Context: an optimization exercise on an open-source flow, tuned for small area. The choices shown serve that exercise and are no tape-out recipe. Function was checked by simulation only, so behaviour that the tests miss may differ from the original. Power figures rest on the tool's default switching activity, not on a simulated workload. The flow treats the clock pin as an ideal source, which a real chip does not have.

Setup of lane 1:
// window_generator_3x3
module window_generator_3x3 #(
  parameter int PIXEL_W    = img_pkg::PIXEL_W,
  parameter int IMG_WIDTH  = 256,
  parameter int IMG_HEIGHT = 256
) (
  input  logic                                    clk,
  input  logic                                    reset,
  input  logic [PIXEL_W-1:0]                      i_pixel,
  input  logic                                    i_pixel_valid,
  input  logic                                    i_sof,
  output logic [img_pkg::KERNEL_DIM*img_pkg::KERNEL_DIM*PIXEL_W-1:0] o_pixels,
  output logic                                    o_valid,
  output logic                                    o_frame_done
);
  localparam int KD    = img_pkg::KERNEL_DIM;
  localparam int NSLOT = KD * KD;
  localparam int CW    = $clog2(IMG_WIDTH);
  localparam int RW    = $clog2(IMG_HEIGHT);
  localparam logic [CW-1:0] COL_LAST = CW'(IMG_WIDTH - 1);
  localparam logic [RW-1:0] ROW_LAST = RW'(IMG_HEIGHT - 1);
  logic [CW-1:0]      col_cnt;
  logic [RW-1:0]      row_cnt;
  logic               tgl;
  logic [PIXEL_W-1:0] win [NSLOT];
  logic [PIXEL_W-1:0] lb_out [KD-1];
  always_ff @(posedge clk) tgl <= ~tgl;
  for (genvar i = 0; i < KD - 1; i++) begin : g_lb
    line_buffer #(.DEPTH(IMG_WIDTH - KD), .WIDTH(PIXEL_W)) u_lb (
      .clk  (clk),
      .en   (i_pixel_valid),
      .en_n (~i_pixel_valid),
      .t    (tgl),
      .din  (win[(i+1)*KD]),
      .dout (lb_out[i])
    );
  end
  always_ff @(posedge clk) begin
    if (i_pixel_valid) begin
      for (int r = 0; r < KD; r++)
        for (int c = 0; c < KD - 1; c++)
          win[r*KD + c] <= win[r*KD + c + 1];
      for (int r = 0; r < KD - 1; r++) win[r*KD + KD - 1] <= lb_out[r];
      win[NSLOT-1] <= i_pixel;
    end
  end
  logic col_ge2, row_ge2, col_last, row_last;
  always_comb begin
    col_ge2  = !i_sof && (col_cnt >= CW'(2));
    row_ge2  = !i_sof && (row_cnt >= RW'(2));
    col_last = !i_sof && (col_cnt == COL_LAST);
  ...
Size: roughly 4700 cells after synthesis, about 2100 flip-flops, about 46 I/O pins.
clock: 6.0 ns
lec_check: 0
cap_margin: 20
core_margin: 2
core_utilization: 65
cts_buf_list: sky130_fd_sc_hd__clkbuf_16
cts_cluster_diameter: 90
cts_cluster_size: 30
slew_margin: 20
synth_hierarchical: 1
standard.sh (not shown) runs the stock make flow with config.mk's settings and CLKGATE_MAP_FILE= SYNTH_SCRIPT=/design/flow/synth_recipe.tcl, a recipe that flattens the netlist after the stock synthesis.
==> flow/flow/run.sh <==
#!/bin/bash
set -euo pipefail
export BUFFER_PORTS_ARGS="-buffer_cell sky130_fd_sc_hd__buf_1"
export CTS_ARGS="-sink_clustering_enable -repair_clock_nets -dont_use_dummy_load -buf_list sky130_fd_sc_hd__clkbuf_16 -sink_clustering_size 32 -sink_clustering_max_diameter 100"
bash standard.sh finish > make.log 2>&1
The inputs of lane 3 differ from those of lane 1 as listed below.
==> flow/flow/run.sh <==
#!/bin/bash
set -euo pipefail
export BUFFER_PORTS_ARGS="-buffer_cell sky130_fd_sc_hd__buf_1"
export CTS_ARGS="-sink_clustering_enable -repair_clock_nets -dont_use_dummy_load -buf_list sky130_fd_sc_hd__clkbuf_16 -sink_clustering_size 30 -sink_clustering_max_diameter 90"
bash standard.sh finish > make.log 2>&1
==> comparison <==
On utilization, lane 3 tracks lane 1 almost exactly.
Lane 3 has clock period minus final worst setup slack above what lane 1 had.
Reported for lane 3 and lane 1, share of flip-flops with an asynchronous set or reset after synthesis turned out identical to the last digit.
The cell area after layout was comparable across lane 3 and lane 1.
Compared to lane 1, lane 3 has smallest hold slack 0.038 ns lower.
Lane 3 ends up with higher register-to-register slack than lane 1 does.
Lane 3 vs lane 1: worst setup slack down in lane 3
[compare] base=lane 1 new=lane 3: final cell count was more or less identical; fmax was more or less identical; wire length on met2 +0.31%.


## run 1
window_generator_3x3, a different RTL version from the one above (not shown whole).
Size in the first run: ~4700 cells after synthesis, ~2100 flip-flops, ~46 I/O pins, roughly 61000 sq um of cells after synthesis.
Design window_generator_3x3, start of the top module:
module window_generator_3x3 #(
  parameter int PIXEL_W    = img_pkg::PIXEL_W,
  parameter int IMG_WIDTH  = 256,
  parameter int IMG_HEIGHT = 256
) (
  input  logic                                    clk,
  input  logic                                    reset,
  input  logic [PIXEL_W-1:0]                      i_pixel,
  input  logic                                    i_pixel_valid,
  input  logic                                    i_sof,
  output logic [img_pkg::KERNEL_DIM*img_pkg::KERNEL_DIM*PIXEL_W-1:0] o_pixels,
  output logic                                    o_valid,
  output logic                                    o_frame_done
);
  localparam int KD    = img_pkg::KERNEL_DIM;
  localparam int NSLOT = KD * KD;
  localparam int CW    = $clog2(IMG_WIDTH);
  localparam int RW    = $clog2(IMG_HEIGHT);
  localparam logic [CW-1:0] COL_LAST = CW'(IMG_WIDTH - 1);
  localparam logic [RW-1:0] ROW_LAST = RW'(IMG_HEIGHT - 1);
  logic [CW-1:0]      col_cnt;
  logic [RW-1:0]      row_cnt;
  logic               tgl;
  logic [PIXEL_W-1:0] win [NSLOT];
  logic [PIXEL_W-1:0] lb_out [KD-1];
  always_ff @(posedge clk) tgl <= ~tgl;
  for (genvar i = 0; i < KD - 1; i++) begin : g_lb
    line_buffer #(.DEPTH(IMG_WIDTH - KD), .WIDTH(PIXEL_W)) u_lb (
      .clk  (clk),
      .en   (i_pixel_valid),
      .en_n (~i_pixel_valid),
      .t    (tgl),
      .din  (win[(i+1)*KD]),
      .dout (lb_out[i])
    );
  end
  always_ff @(posedge clk) win[0] <= win[1];
  always_ff @(posedge clk) begin
    if (i_pixel_valid) begin
      for (int r = 0; r < KD; r++)
        for (int c = 0; c < KD - 1; c++)
          if (r*KD + c != 0) win[r*KD + c] <= win[r*KD + c + 1];
      for (int r = 0; r < KD - 1; r++) win[r*KD + KD - 1] <= lb_out[r];
      win[NSLOT-1] <= i_pixel;
    end
  end
  logic col_ge2, row_ge2, col_last, row_last;
  always_comb begin
    col_ge2  = !i_sof && (col_cnt >= CW'(2));
    row_ge2  = !i_sof && (row_cnt >= RW'(2));
    col_last = !i_sof && (col_cnt == COL_LAST);
    row_last = !i_sof && (row_cnt == ROW_LAST);
  end
  always_ff @(posedge clk) begin
    if (!reset) begin
      col_cnt <= '0;
      row_cnt <= '0;
    end else if (i_pixel_valid) begin
      col_cnt <= i_sof ? CW'(1) : col_cnt + 1'b1;
      row_cnt <= i_sof ? '0 : row_cnt + RW'(col_last);
    end
  end
  always_ff @(posedge clk) begin
  ...
export LEC_CHECK = 0
export CAP_MARGIN = 20
export CORE_MARGIN = 2
export CORE_UTILIZATION = 65
export CTS_BUF_LIST = sky130_fd_sc_hd__clkbuf_16
export CTS_CLUSTER_DIAMETER = 90
export CTS_CLUSTER_SIZE = 30
export SLEW_MARGIN = 20
export SYNTH_HIERARCHICAL = 1
create_clock -name core_clock -period 6.0 [get_ports {clk}]
==> flow/flow/run.sh <==
#!/bin/bash
set -euo pipefail
export BUFFER_PORTS_ARGS="-buffer_cell sky130_fd_sc_hd__buf_1"
export CTS_ARGS="-sink_clustering_enable -repair_clock_nets -dont_use_dummy_load -buf_list sky130_fd_sc_hd__clkbuf_16 -sink_clustering_size 32 -sink_clustering_max_diameter 100"
export MIN_CLK_ROUTING_LAYER=met1
bash standard.sh finish > make.log 2>&1
### run 1 -> run 2
==> flow/flow/run.sh <==
#!/bin/bash
set -euo pipefail
export BUFFER_PORTS_ARGS="-buffer_cell sky130_fd_sc_hd__buf_1"
export CTS_ARGS="-sink_clustering_enable -repair_clock_nets -dont_use_dummy_load -buf_list sky130_fd_sc_hd__clkbuf_16 -sink_clustering_size 32 -sink_clustering_max_diameter 100"
bash standard.sh finish > make.log 2>&1
Notes after the runs:
- Net switching share of the total power: run 2 vs run 1, no meaningful difference
- Summary of run 2 over run 1: antenna diode count held; number of buffers on the longest clock path held.
- Summary of run 2 over run 1: power shows no meaningful change; maximum frequency decreased by 0.84% relative to the old numbers.
For run 3, these inputs were changed with respect to run 2:
- an added PLACE_DENSITY of 0.85
- a change of CTS_CLUSTER_SIZE from 30 to 34
- a change of CTS_CLUSTER_DIAMETER from 90 to 100
- a change of CORE_UTILIZATION from 65 to 75
==> flow/flow/run.sh <==
#!/bin/bash
set -euo pipefail
export BUFFER_PORTS_ARGS="-buffer_cell sky130_fd_sc_hd__buf_1"
export CTS_ARGS="-sink_clustering_enable -repair_clock_nets -dont_use_dummy_load -buf_list sky130_fd_sc_hd__clkbuf_16 -sink_clustering_size 34 -sink_clustering_max_diameter 100"
bash standard.sh finish > make.log 2>&1
[summary]
- Relative to run 2, cell area has decreased by 0.55% in run 3.
- Comparing run 3 with run 2, the non-clock buffer contribution to total cell area came out essentially unchanged.
- Compared with run 2, run 3 shows a higher detailed-placement wirelength estimate.
- Delta (run 3 minus run 2): routed wire length rose by 5200 um, setup slack fell by 0.023 ns, max-slew violation total from the final report stayed essentially flat, overall power of the completed layout stayed essentially flat, sequential share of layout area rose by 0.38 points.
- Comparing run 2 against run 3, there is no change at all in sequential cell area fraction in the yosys report.
For run 4, these inputs were changed with respect to run 3:
- CTS_CLUSTER_DIAMETER: 100 -> 90
- PLACE_DENSITY: 0.85 -> unset
- CORE_UTILIZATION: 75 -> 65
- CTS_CLUSTER_SIZE: 34 -> 30
==> flow/flow/run.sh <==
#!/bin/bash
set -euo pipefail
export BUFFER_PORTS_ARGS="-buffer_cell sky130_fd_sc_hd__buf_1"
export CTS_ARGS="-sink_clustering_enable -repair_clock_nets -dont_use_dummy_load -buf_list sky130_fd_sc_hd__clkbuf_16 -sink_clustering_size 36 -sink_clustering_max_diameter 110"
export MIN_CLK_ROUTING_LAYER=met1
bash standard.sh finish > make.log 2>&1
==> comparison <==
Placed wire-length estimate after detailed placement ends up higher on run 3. [run 4] largest net degree at the start of global routing fell 16 relative to run 3. Run 4 ended up with g_lb[0].u_lb.q[69][3] as its capturing element of the worst setup path; run 3 ended up with g_lb[0].u_lb.q[210][3]. Sequential share of power (lower): run 3.

==> static timing again, ports no longer ideal <==
In the flow no input, the clock included, has a driving cell. The finished layouts below were timed again as built, in two steps.
Step 1, drivers: a clkbuf_16 drives clk and a buf_2 each remaining input, both assumed.
Step 2 adds t to the input delays and takes it off the output delays; t is the mean of the earliest and latest rising clock arrival at the registers after step 1. Input paths then give back, and output paths get back, about the clock's delay inside the block.
Three values: ideal ports, drivers, drivers and shift; two values: the first two.
run | t (ns) | setup slack, ns | hold WS [ns] | worst setup path at the end | clock arrival spread, ns
lane 1 | 0.721 | 3.320 / 3.319 / 2.598 | 0.417 / 0.417 / 0.417 | input to register | 0.040 / 0.040
lane 3 | 0.710 | 3.316 / 3.312 / 2.602 | 0.378 / 0.378 / 0.378 | input to register | 0.066 / 0.066
run 1 | 0.698 | 2.968 / 3.000 / 2.302 | 0.381 / 0.381 / 0.381 | input to register | 0.047 / 0.048
run 2 | 0.703 | 2.942 / 2.980 / 2.277 | 0.381 / 0.381 / 0.381 | input to register | 0.040 / 0.039
run 3 | 0.692 | 2.919 / 2.927 / 2.236 | 0.387 / 0.387 / 0.387 | input to register | 0.049 / 0.049
run 4 | 0.717 | 2.980 / 3.015 / 2.298 | 0.382 / 0.382 / 0.382 | input to register | 0.037 / 0.038
After both steps every run listed still meets setup and hold. For lane 1, which loses most, drivers alone change the setup slack by -0.001 ns; drivers and shift together by -0.722 ns.
